This is an optimization exercise on Yosys and OpenROAD, whose aim is small area, not a production implementation.
The RTL was checked by simulation tests, not by an equivalence proof against the original design.
Power is estimated from default activity; no workload was simulated.

==> 02-12 <==
## aes_round_key_store
module aes_round_key_store #(
    parameter int unsigned KEY_W    = aes_pkg::AES_KEY_W,
    parameter int unsigned NUM_KEYS = aes_pkg::AES_NUM_ROUNDS + 1,
    parameter int unsigned IDX_W    = aes_pkg::AES_IDX_W
) (
    input  logic             clk,
    input  logic             rst,
    input  logic             wr_en,
    input  logic [IDX_W-1:0] wr_index,
    input  logic [KEY_W-1:0] wr_key,
    output logic             keys_ready,
    input  logic             start,
    input  logic             decrypt,
    output logic             busy,
    output logic             rk_valid,
    input  logic             rk_ready,
    output logic [IDX_W-1:0] rk_index,
    output logic [KEY_W-1:0] rk_key,
    output logic             rk_last,
    output logic             err_seq
);
==> module aes_rk_mem, before the edit <==
module aes_rk_mem #(
    parameter int unsigned KEY_W    = 128,
    parameter int unsigned NUM_KEYS = 11
) (
    input  logic                clk,
    input  logic [NUM_KEYS-1:0] we,
    input  logic [KEY_W-1:0]    wdata,
    input  logic [NUM_KEYS-1:0] rsel,
    output logic [KEY_W-1:0]    rdata
);
    logic [KEY_W-1:0] mem_q [NUM_KEYS];
    always_ff @(posedge clk) begin
        for (int i = 0; i < NUM_KEYS; i++) begin
            if (we[i]) mem_q[i] <= wdata;
        end
    end
    always_comb begin
        rdata = '0;
        for (int i = 0; i < NUM_KEYS; i++) begin
            rdata = rdata | (mem_q[i] & {KEY_W{rsel[i]}});
        end
    end
endmodule
==> module aes_round_key_store, before the edit <==
module aes_round_key_store #(
    parameter int unsigned KEY_W    = aes_pkg::AES_KEY_W,
    parameter int unsigned NUM_KEYS = aes_pkg::AES_NUM_ROUNDS + 1,
    parameter int unsigned IDX_W    = aes_pkg::AES_IDX_W
) (
    input  logic             clk,
    input  logic             rst,
    input  logic             wr_en,
    input  logic [IDX_W-1:0] wr_index,
    input  logic [KEY_W-1:0] wr_key,
    output logic             keys_ready,
    input  logic             start,
    input  logic             decrypt,
    output logic             busy,
    output logic             rk_valid,
    input  logic             rk_ready,
    output logic [IDX_W-1:0] rk_index,
    output logic [KEY_W-1:0] rk_key,
    output logic             rk_last,
    output logic             err_seq
);
    localparam logic [IDX_W-1:0] LAST_IDX = IDX_W'(NUM_KEYS - 1);
    localparam logic [IDX_W-1:0] NONE_IDX = '1;
    logic             busy_q;
    logic             dec_q;
    logic [IDX_W-1:0] idx_q;
    logic [IDX_W-1:0] last_wr_q;
    logic             err_q;
    logic                wr_ok;
    logic                wr_accept;
    logic [NUM_KEYS-1:0] we;
    logic [NUM_KEYS-1:0] rsel;
    logic                begin_stream;
    assign keys_ready = (last_wr_q == LAST_IDX);
    assign wr_ok = (wr_index == '0) ||
                   ((wr_index <= LAST_IDX) &&
                    ((wr_index == last_wr_q) || (wr_index == last_wr_q + IDX_W'(1))));
    assign wr_accept = wr_en && !busy_q && wr_ok;
    always_comb begin
        for (int i = 0; i < NUM_KEYS; i++) begin
            we[i]   = wr_accept && (wr_index == IDX_W'(i));
            rsel[i] = (idx_q == IDX_W'(i));
        end
    end
    aes_rk_mem #(
        .KEY_W    (KEY_W),
        .NUM_KEYS (NUM_KEYS)
    ) u_mem (
        .clk   (clk),
        .we    (we),
        .wdata (wr_key),
        .rsel  (rsel),
        .rdata (rk_key)
    );
    assign begin_stream = !busy_q && start && keys_ready;
    always_ff @(posedge clk) begin
        if (rst) begin
            busy_q    <= 1'b0;
            dec_q     <= 1'b0;
            idx_q     <= '0;
            last_wr_q <= NONE_IDX;
            err_q     <= 1'b0;
        end else begin
            if (wr_en && !(wr_ok && !busy_q)) err_q <= 1'b1;
            if (wr_accept) last_wr_q <= wr_index;
            if (begin_stream) begin
                busy_q <= 1'b1;
                dec_q  <= decrypt;
                idx_q  <= decrypt ? LAST_IDX : '0;
            end else if (busy_q && rk_ready) begin
                if (rk_last) busy_q <= 1'b0;
                else         idx_q  <= dec_q ? idx_q - IDX_W'(1) : idx_q + IDX_W'(1);
            end
        end
    end
    assign busy     = busy_q;
    assign rk_valid = busy_q;
    assign rk_index = idx_q;
    assign rk_last  = dec_q ? rsel[0] : rsel[NUM_KEYS-1];
    assign err_seq  = err_q;
endmodule
==> flow/config.mk <==
export PLATFORM = sky130hd
export DESIGN_NAME = aes_round_key_store
export DESIGN_NICKNAME = aes_round_key_store
export VERILOG_FILES = /design/flow/design.v
export SDC_FILE = /design/flow/constraint.sdc
export NUM_CORES = 4
export LEC_CHECK = 0
export CAP_MARGIN = 20
export CORE_MARGIN = 2
export CORE_UTILIZATION = 45
export PLACE_DENSITY = 0.6
export SLEW_MARGIN = 20
==> flow/constraint.sdc <==
create_clock -name core_clock -period 5.0 [get_ports {clk}]
set_input_delay 1.0000 -clock core_clock [delete_from_list [all_inputs] [get_ports {clk}]]
set_output_delay 1.0000 -clock core_clock [all_outputs]
set_load 0.01 [all_outputs]
run.sh (not shown) runs the stock make flow with config.mk's settings and CLKGATE_MAP_FILE= SYNTH_SCRIPT=/design/flow/synth_recipe.tcl, a recipe that flattens the netlist after the stock synthesis.
==> 07-01: changes against 02-12 <==
--- a/flow/design.v
+++ b/flow/design.v
@@ -8,4 +8,62 @@
     } stream_state_e;
 endpackage
+module aes_rk_slot #(
+    parameter int unsigned KEY_W = 128
+) (
+    input  logic             clk,
+    input  logic             we,
+    input  logic             keep,
+    input  logic [KEY_W-1:0] wdata,
+    output logic [KEY_W-1:0] q,
+    output logic             flag
+);
+    always_ff @(posedge clk) begin
+        q    <= ~((q | {KEY_W{we}}) & (wdata | {KEY_W{keep}}));
+        flag <= ~((flag | we) & keep);
+    end
+endmodule
+module aes_rk_xor #(
+    parameter int unsigned W = 128
+) (
+    input  logic [W-1:0] a,
+    input  logic         b,
+    output logic [W-1:0] y
+);
+    assign y = a ^ {W{b}};
+endmodule
+module aes_rk_aoi222 (
+    input  logic [2:0] a,
+    input  logic [2:0] b,
+    output logic       y
+);
+    assign y = !((a[0] & b[0]) | (a[1] & b[1]) | (a[2] & b[2]));
+endmodule
+module aes_rk_nand3 (
+    input  logic [2:0] a,
+    output logic       y
+);
+    assign y = !(&a);
+endmodule
+module aes_rk_ao221 (
+    input  logic [1:0] a,
+    input  logic [1:0] b,
+    input  logic       c,
+    output logic       y
+);
+    assign y = (a[0] & b[0]) | (a[1] & b[1]) | c;
+endmodule
+module aes_rk_rdbit (
+    input  logic [10:0] d,
+    input  logic [10:0] sel,
+    output logic        y
+);
+    logic [2:0] n;
+    logic       m;
+    aes_rk_aoi222 u_g0 (.a(d[2:0]),  .b(sel[2:0]),  .y(n[0]));
+    aes_rk_aoi222 u_g1 (.a(d[5:3]),  .b(sel[5:3]),  .y(n[1]));
+    aes_rk_aoi222 u_g2 (.a(d[8:6]),  .b(sel[8:6]),  .y(n[2]));
+    aes_rk_nand3  u_g3 (.a(n), .y(m));
+    aes_rk_ao221  u_g4 (.a(d[10:9]), .b(sel[10:9]), .c(m), .y(y));
+endmodule
 module aes_rk_mem #(
     parameter int unsigned KEY_W    = 128,
@@ -14,20 +72,40 @@
     input  logic                clk,
     input  logic [NUM_KEYS-1:0] we,
+    input  logic [NUM_KEYS-1:0] keep,
     input  logic [KEY_W-1:0]    wdata,
     input  logic [NUM_KEYS-1:0] rsel,
     output logic [KEY_W-1:0]    rdata
 );
-    logic [KEY_W-1:0] mem_q [NUM_KEYS];
-    always_ff @(posedge clk) begin
-        for (int i = 0; i < NUM_KEYS; i++) begin
-            if (we[i]) mem_q[i] <= wdata;
+    logic [KEY_W-1:0]    slot_q [NUM_KEYS];
+    logic [NUM_KEYS-1:0] flag_q;
+    logic [KEY_W-1:0]    rdata_x;
+    logic                rflag;
+    for (genvar i = 0; i < NUM_KEYS; i++) begin : g_slot
+        aes_rk_slot #(.KEY_W(KEY_W)) u_slot (
+            .clk   (clk),
+            .we    (we[i]),
+            .keep  (keep[i]),
+            .wdata (wdata),
+            .q     (slot_q[i]),
+            .flag  (flag_q[i])
+        );
+    end
+    for (genvar b = 0; b < KEY_W; b++) begin : g_rd
+        logic [NUM_KEYS-1:0] col;
+        for (genvar i = 0; i < NUM_KEYS; i++) begin : g_col
+            assign col[i] = slot_q[i][b];
         end
+        aes_rk_rdbit u_rd (
+            .d   (col),
+            .sel (rsel),
+            .y   (rdata_x[b])
+        );
     end
-    always_comb begin
-        rdata = '0;
-        for (int i = 0; i < NUM_KEYS; i++) begin
-            rdata = rdata | (mem_q[i] & {KEY_W{rsel[i]}});
-        end
-    end
+    aes_rk_rdbit u_rd_flag (
+        .d   (flag_q),
+        .sel (rsel),
+        .y   (rflag)
+    );
+    aes_rk_xor #(.W(KEY_W)) u_rx (.a(rdata_x), .b(rflag), .y(rdata));
 endmodule
 module aes_round_key_store #(
@@ -56,5 +134,5 @@
     logic             busy_q;
     logic             dec_q;
-    logic [IDX_W-1:0] idx_q;
+    logic [NUM_KEYS-1:0] sel_q;    
     logic [IDX_W-1:0] last_wr_q;
     logic             err_q;
@@ -62,5 +140,5 @@
     logic                wr_accept;
     logic [NUM_KEYS-1:0] we;
-    logic [NUM_KEYS-1:0] rsel;
+    logic [NUM_KEYS-1:0] keep;
     logic                begin_stream;
     assign keys_ready = (last_wr_q == LAST_IDX);
@@ -72,5 +150,5 @@
         for (int i = 0; i < NUM_KEYS; i++) begin
             we[i]   = wr_accept && (wr_index == IDX_W'(i));
-            rsel[i] = (idx_q == IDX_W'(i));
+            keep[i] = !we[i];
         end
     end
@@ -81,6 +159,7 @@
         .clk   (clk),
         .we    (we),
+        .keep  (keep),
         .wdata (wr_key),
-        .rsel  (rsel),
+        .rsel  (sel_q),
         .rdata (rk_key)
     );
@@ -90,5 +169,5 @@
             busy_q    <= 1'b0;
             dec_q     <= 1'b0;
-            idx_q     <= '0;
+            sel_q     <= NUM_KEYS'(1);
             last_wr_q <= NONE_IDX;
             err_q     <= 1'b0;
@@ -99,8 +178,8 @@
                 busy_q <= 1'b1;
                 dec_q  <= decrypt;
-                idx_q  <= decrypt ? LAST_IDX : '0;
+                sel_q  <= decrypt ? NUM_KEYS'(1) << LAST_IDX : NUM_KEYS'(1);
             end else if (busy_q && rk_ready) begin
                 if (rk_last) busy_q <= 1'b0;
-                else         idx_q  <= dec_q ? idx_q - IDX_W'(1) : idx_q + IDX_W'(1);
+                else         sel_q  <= dec_q ? sel_q >> 1 : sel_q << 1;
             end
         end
@@ -108,6 +187,11 @@
     assign busy     = busy_q;
     assign rk_valid = busy_q;
-    assign rk_index = idx_q;
-    assign rk_last  = dec_q ? rsel[0] : rsel[NUM_KEYS-1];
+    assign rk_last  = dec_q ? sel_q[0] : sel_q[NUM_KEYS-1];
+    always_comb begin
+        rk_index = '0;
+        for (int i = 0; i < NUM_KEYS; i++) begin
+            if (sel_q[i]) rk_index = rk_index | IDX_W'(i);
+        end
+    end
     assign err_seq  = err_q;
 endmodule
==> flow/flow/run.sh (new file) <==
#!/bin/bash
# Own layout flow: the standard flow (standard.sh, unchanged synthesis and
# steps), with the port buffers that global placement inserts made from the
# smallest buffer cell instead of the default choice.
set -euo pipefail
export BUFFER_PORTS_ARGS="-buffer_cell sky130_fd_sc_hd__buf_1"
bash standard.sh > standard.log 2>&1
==> flow/standard.sh (new file) <==
#!/bin/bash
# synth_recipe.tcl (not shown) runs the flow's synth.tcl, then flattens the netlist and writes it again
# the make line also repeats each setting of config.mk as NAME=value (left out here)
make -C /OpenROAD-flow-scripts/flow DESIGN_CONFIG=/design/flow/config.mk WORK_HOME=/design/flow/orfs CLKGATE_MAP_FILE= SYNTH_SCRIPT=/design/flow/synth_recipe.tcl "${@:-finish}"
CORE_UTILIZATION = 75   (was 45)
CTS_BUF_LIST = sky130_fd_sc_hd__clkbuf_16   (was default)
CTS_CLUSTER_DIAMETER = 80   (was default)
CTS_CLUSTER_SIZE = 30   (was default)
PLACE_DENSITY = 0.85   (was 0.6)
SLEW_MARGIN = 28   (was 20)
SYNTH_HIERARCHICAL = 1   (was default)
removed: flow/run.sh
==> 10-05: changes against 02-12 <==
CORE_UTILIZATION = 65   (was 45)
CTS_BUF_LIST = sky130_fd_sc_hd__clkbuf_4 sky130_fd_sc_hd__clkbuf_8   (was default)
PLACE_DENSITY = 0.75   (was 0.6)
==> 01-20: changes against 02-12 <==
--- a/flow/design.v
+++ b/flow/design.v
@@ -8,4 +8,62 @@
     } stream_state_e;
 endpackage
+module aes_rk_slot #(
+    parameter int unsigned KEY_W = 128
+) (
+    input  logic             clk,
+    input  logic             we,
+    input  logic             keep,
+    input  logic [KEY_W-1:0] wdata,
+    output logic [KEY_W-1:0] q,
+    output logic             flag
+);
+    always_ff @(posedge clk) begin
+        q    <= ~((q | {KEY_W{we}}) & (wdata | {KEY_W{keep}}));
+        flag <= ~((flag | we) & keep);
+    end
+endmodule
+module aes_rk_xor #(
+    parameter int unsigned W = 128
+) (
+    input  logic [W-1:0] a,
+    input  logic         b,
+    output logic [W-1:0] y
+);
+    assign y = a ^ {W{b}};
+endmodule
+module aes_rk_aoi222 (
+    input  logic [2:0] a,
+    input  logic [2:0] b,
+    output logic       y
+);
+    assign y = !((a[0] & b[0]) | (a[1] & b[1]) | (a[2] & b[2]));
+endmodule
+module aes_rk_nand3 (
+    input  logic [2:0] a,
+    output logic       y
+);
+    assign y = !(&a);
+endmodule
+module aes_rk_ao221 (
+    input  logic [1:0] a,
+    input  logic [1:0] b,
+    input  logic       c,
+    output logic       y
+);
+    assign y = (a[0] & b[0]) | (a[1] & b[1]) | c;
+endmodule
+module aes_rk_rdbit (
+    input  logic [10:0] d,
+    input  logic [10:0] sel,
+    output logic        y
+);
+    logic [2:0] n;
+    logic       m;
+    aes_rk_aoi222 u_g0 (.a(d[2:0]),  .b(sel[2:0]),  .y(n[0]));
+    aes_rk_aoi222 u_g1 (.a(d[5:3]),  .b(sel[5:3]),  .y(n[1]));
+    aes_rk_aoi222 u_g2 (.a(d[8:6]),  .b(sel[8:6]),  .y(n[2]));
+    aes_rk_nand3  u_g3 (.a(n), .y(m));
+    aes_rk_ao221  u_g4 (.a(d[10:9]), .b(sel[10:9]), .c(m), .y(y));
+endmodule
 module aes_rk_mem #(
     parameter int unsigned KEY_W    = 128,
@@ -14,20 +72,40 @@
     input  logic                clk,
     input  logic [NUM_KEYS-1:0] we,
+    input  logic [NUM_KEYS-1:0] keep,
     input  logic [KEY_W-1:0]    wdata,
     input  logic [NUM_KEYS-1:0] rsel,
     output logic [KEY_W-1:0]    rdata
 );
-    logic [KEY_W-1:0] mem_q [NUM_KEYS];
-    always_ff @(posedge clk) begin
-        for (int i = 0; i < NUM_KEYS; i++) begin
-            if (we[i]) mem_q[i] <= wdata;
+    logic [KEY_W-1:0]    slot_q [NUM_KEYS];
+    logic [NUM_KEYS-1:0] flag_q;
+    logic [KEY_W-1:0]    rdata_x;
+    logic                rflag;
+    for (genvar i = 0; i < NUM_KEYS; i++) begin : g_slot
+        aes_rk_slot #(.KEY_W(KEY_W)) u_slot (
+            .clk   (clk),
+            .we    (we[i]),
+            .keep  (keep[i]),
+            .wdata (wdata),
+            .q     (slot_q[i]),
+            .flag  (flag_q[i])
+        );
+    end
+    for (genvar b = 0; b < KEY_W; b++) begin : g_rd
+        logic [NUM_KEYS-1:0] col;
+        for (genvar i = 0; i < NUM_KEYS; i++) begin : g_col
+            assign col[i] = slot_q[i][b];
         end
+        aes_rk_rdbit u_rd (
+            .d   (col),
+            .sel (rsel),
+            .y   (rdata_x[b])
+        );
     end
-    always_comb begin
-        rdata = '0;
-        for (int i = 0; i < NUM_KEYS; i++) begin
-            rdata = rdata | (mem_q[i] & {KEY_W{rsel[i]}});
-        end
-    end
+    aes_rk_rdbit u_rd_flag (
+        .d   (flag_q),
+        .sel (rsel),
+        .y   (rflag)
+    );
+    aes_rk_xor #(.W(KEY_W)) u_rx (.a(rdata_x), .b(rflag), .y(rdata));
 endmodule
 module aes_round_key_store #(
@@ -56,5 +134,5 @@
     logic             busy_q;
     logic             dec_q;
-    logic [IDX_W-1:0] idx_q;
+    logic [NUM_KEYS-1:0] sel_q;    
     logic [IDX_W-1:0] last_wr_q;
     logic             err_q;
@@ -62,5 +140,5 @@
     logic                wr_accept;
     logic [NUM_KEYS-1:0] we;
-    logic [NUM_KEYS-1:0] rsel;
+    logic [NUM_KEYS-1:0] keep;
     logic                begin_stream;
     assign keys_ready = (last_wr_q == LAST_IDX);
@@ -72,5 +150,5 @@
         for (int i = 0; i < NUM_KEYS; i++) begin
             we[i]   = wr_accept && (wr_index == IDX_W'(i));
-            rsel[i] = (idx_q == IDX_W'(i));
+            keep[i] = !we[i];
         end
     end
@@ -81,6 +159,7 @@
         .clk   (clk),
         .we    (we),
+        .keep  (keep),
         .wdata (wr_key),
-        .rsel  (rsel),
+        .rsel  (sel_q),
         .rdata (rk_key)
     );
@@ -90,5 +169,5 @@
             busy_q    <= 1'b0;
             dec_q     <= 1'b0;
-            idx_q     <= '0;
+            sel_q     <= NUM_KEYS'(1);
             last_wr_q <= NONE_IDX;
             err_q     <= 1'b0;
@@ -99,8 +178,8 @@
                 busy_q <= 1'b1;
                 dec_q  <= decrypt;
-                idx_q  <= decrypt ? LAST_IDX : '0;
+                sel_q  <= decrypt ? NUM_KEYS'(1) << LAST_IDX : NUM_KEYS'(1);
             end else if (busy_q && rk_ready) begin
                 if (rk_last) busy_q <= 1'b0;
-                else         idx_q  <= dec_q ? idx_q - IDX_W'(1) : idx_q + IDX_W'(1);
+                else         sel_q  <= dec_q ? sel_q >> 1 : sel_q << 1;
             end
         end
@@ -108,6 +187,11 @@
     assign busy     = busy_q;
     assign rk_valid = busy_q;
-    assign rk_index = idx_q;
-    assign rk_last  = dec_q ? rsel[0] : rsel[NUM_KEYS-1];
+    assign rk_last  = dec_q ? sel_q[0] : sel_q[NUM_KEYS-1];
+    always_comb begin
+        rk_index = '0;
+        for (int i = 0; i < NUM_KEYS; i++) begin
+            if (sel_q[i]) rk_index = rk_index | IDX_W'(i);
+        end
+    end
     assign err_seq  = err_q;
 endmodule
==> flow/flow/run.sh (new file) <==
#!/bin/bash
# Own layout flow: the standard flow (standard.sh, unchanged synthesis and
# steps), with the port buffers that global placement inserts made from the
# smallest buffer cell instead of the default choice.
set -euo pipefail
export BUFFER_PORTS_ARGS="-buffer_cell sky130_fd_sc_hd__buf_1"
bash standard.sh > standard.log 2>&1
==> flow/standard.sh (new file) <==
#!/bin/bash
# synth_recipe.tcl (not shown) runs the flow's synth.tcl, then flattens the netlist and writes it again
# the make line also repeats each setting of config.mk as NAME=value (left out here)
make -C /OpenROAD-flow-scripts/flow DESIGN_CONFIG=/design/flow/config.mk WORK_HOME=/design/flow/orfs CLKGATE_MAP_FILE= SYNTH_SCRIPT=/design/flow/synth_recipe.tcl "${@:-finish}"
CORE_UTILIZATION = 65   (was 45)
CTS_BUF_LIST = sky130_fd_sc_hd__clkbuf_16   (was default)
CTS_CLUSTER_DIAMETER = 60   (was default)
CTS_CLUSTER_SIZE = 20   (was default)
PLACE_DENSITY = 0.75   (was 0.6)
SLEW_MARGIN = 50   (was 20)
SYNTH_HIERARCHICAL = 1   (was default)
removed: flow/run.sh
==> comparison table <==
quantity	07-01	02-12	10-05	01-20
Reported clock group power	5.48 mW	10.1 mW	8.82 mW	6.93 mW
Via count	42300	27800	28700	41500
Hold EP	u_mem.g_slot[8].u_slot.flag	err_q	err_q	u_mem.g_slot[4].u_slot.q[123]
Outcome	finished clean	finished clean	finished clean	finished clean
Non-clock buffers, area share	3.99%	6.69%	6.81%	5.09%
Count of H-tree levels built during CTS	2	4	4	3
Via count of the first global-routing pass	40700	28000	29200	40000
Sequential Power Share	61.6%	55.4%	58.6%	58.1%
Share of cell area taken by multi-input logic gates	33.4%	12.7%	13.0%	32.3%
Switching Share	27.8%	19.7%	20.2%	27.1%
Most instantiated library cell after synthesis	sky130_fd_sc_hd__dfxtp_1	sky130_fd_sc_hd__edfxtp_1	sky130_fd_sc_hd__edfxtp_1	sky130_fd_sc_hd__dfxtp_1
Number of synthesis warnings	10	3	3	10
Number of different library cells in the post-synthesis netlist	49	45	45	49
Maximum ir drop on the vdd rail	0.353 mV	0.272 mV	0.327 mV	0.292 mV
Number of nets in the synthesized netlist	4231	2715	2715	4231
Seq/total area	57.5%	70.1%	71.3%	55.6%
Post-DR wirelength/cell	30.8 um	29.9 um	30.1 um	30.0 um
Initial core utilization	76.1%	45.2%	65.5%	65.8%
Buf+Inv Stages, Crit Path	2	3	3	2

## re-timing with driven ports
Ports are ideal in the flow. The routed layouts listed here were re-timed in OpenROAD.
Step 1 assumes that a clkbuf_16 drives the clock port and a buf_2 every other input.
Step 2, shift: input delay + t, output delay - t, t = (earliest + latest rising clock arrival at the registers) / 2. This alone moves slack from input paths to output paths.
Slacks: ideal ports / drivers / drivers and shift; pairs: ideal ports / drivers.
| run | shift t [ns] | setup WS [ns] | hold slack, ns | worst slew at a driven data input, ns | pins driven straight from the clock port |
|---|---|---|---|---|---|
| 02-12 | 0.803 | 0.121 / 0.054 / 0.525 | 0.505 / 0.505 / 0.505 | 0.16 | 1 |
| 07-01 | 0.740 | 0.405 / 0.335 / 0.705 | 0.451 / 0.451 / 0.451 | 0.13 | 1 |
| 10-05 | 0.890 | 0.101 / 0.036 / 0.461 | 0.515 / 0.515 / 0.515 | 0.13 | 1 |
| 01-20 | 0.720 | 0.666 / 0.595 / 1.045 | 0.446 / 0.446 / 0.446 | 0.12 | 1 |
After both steps every run listed still meets setup and hold.
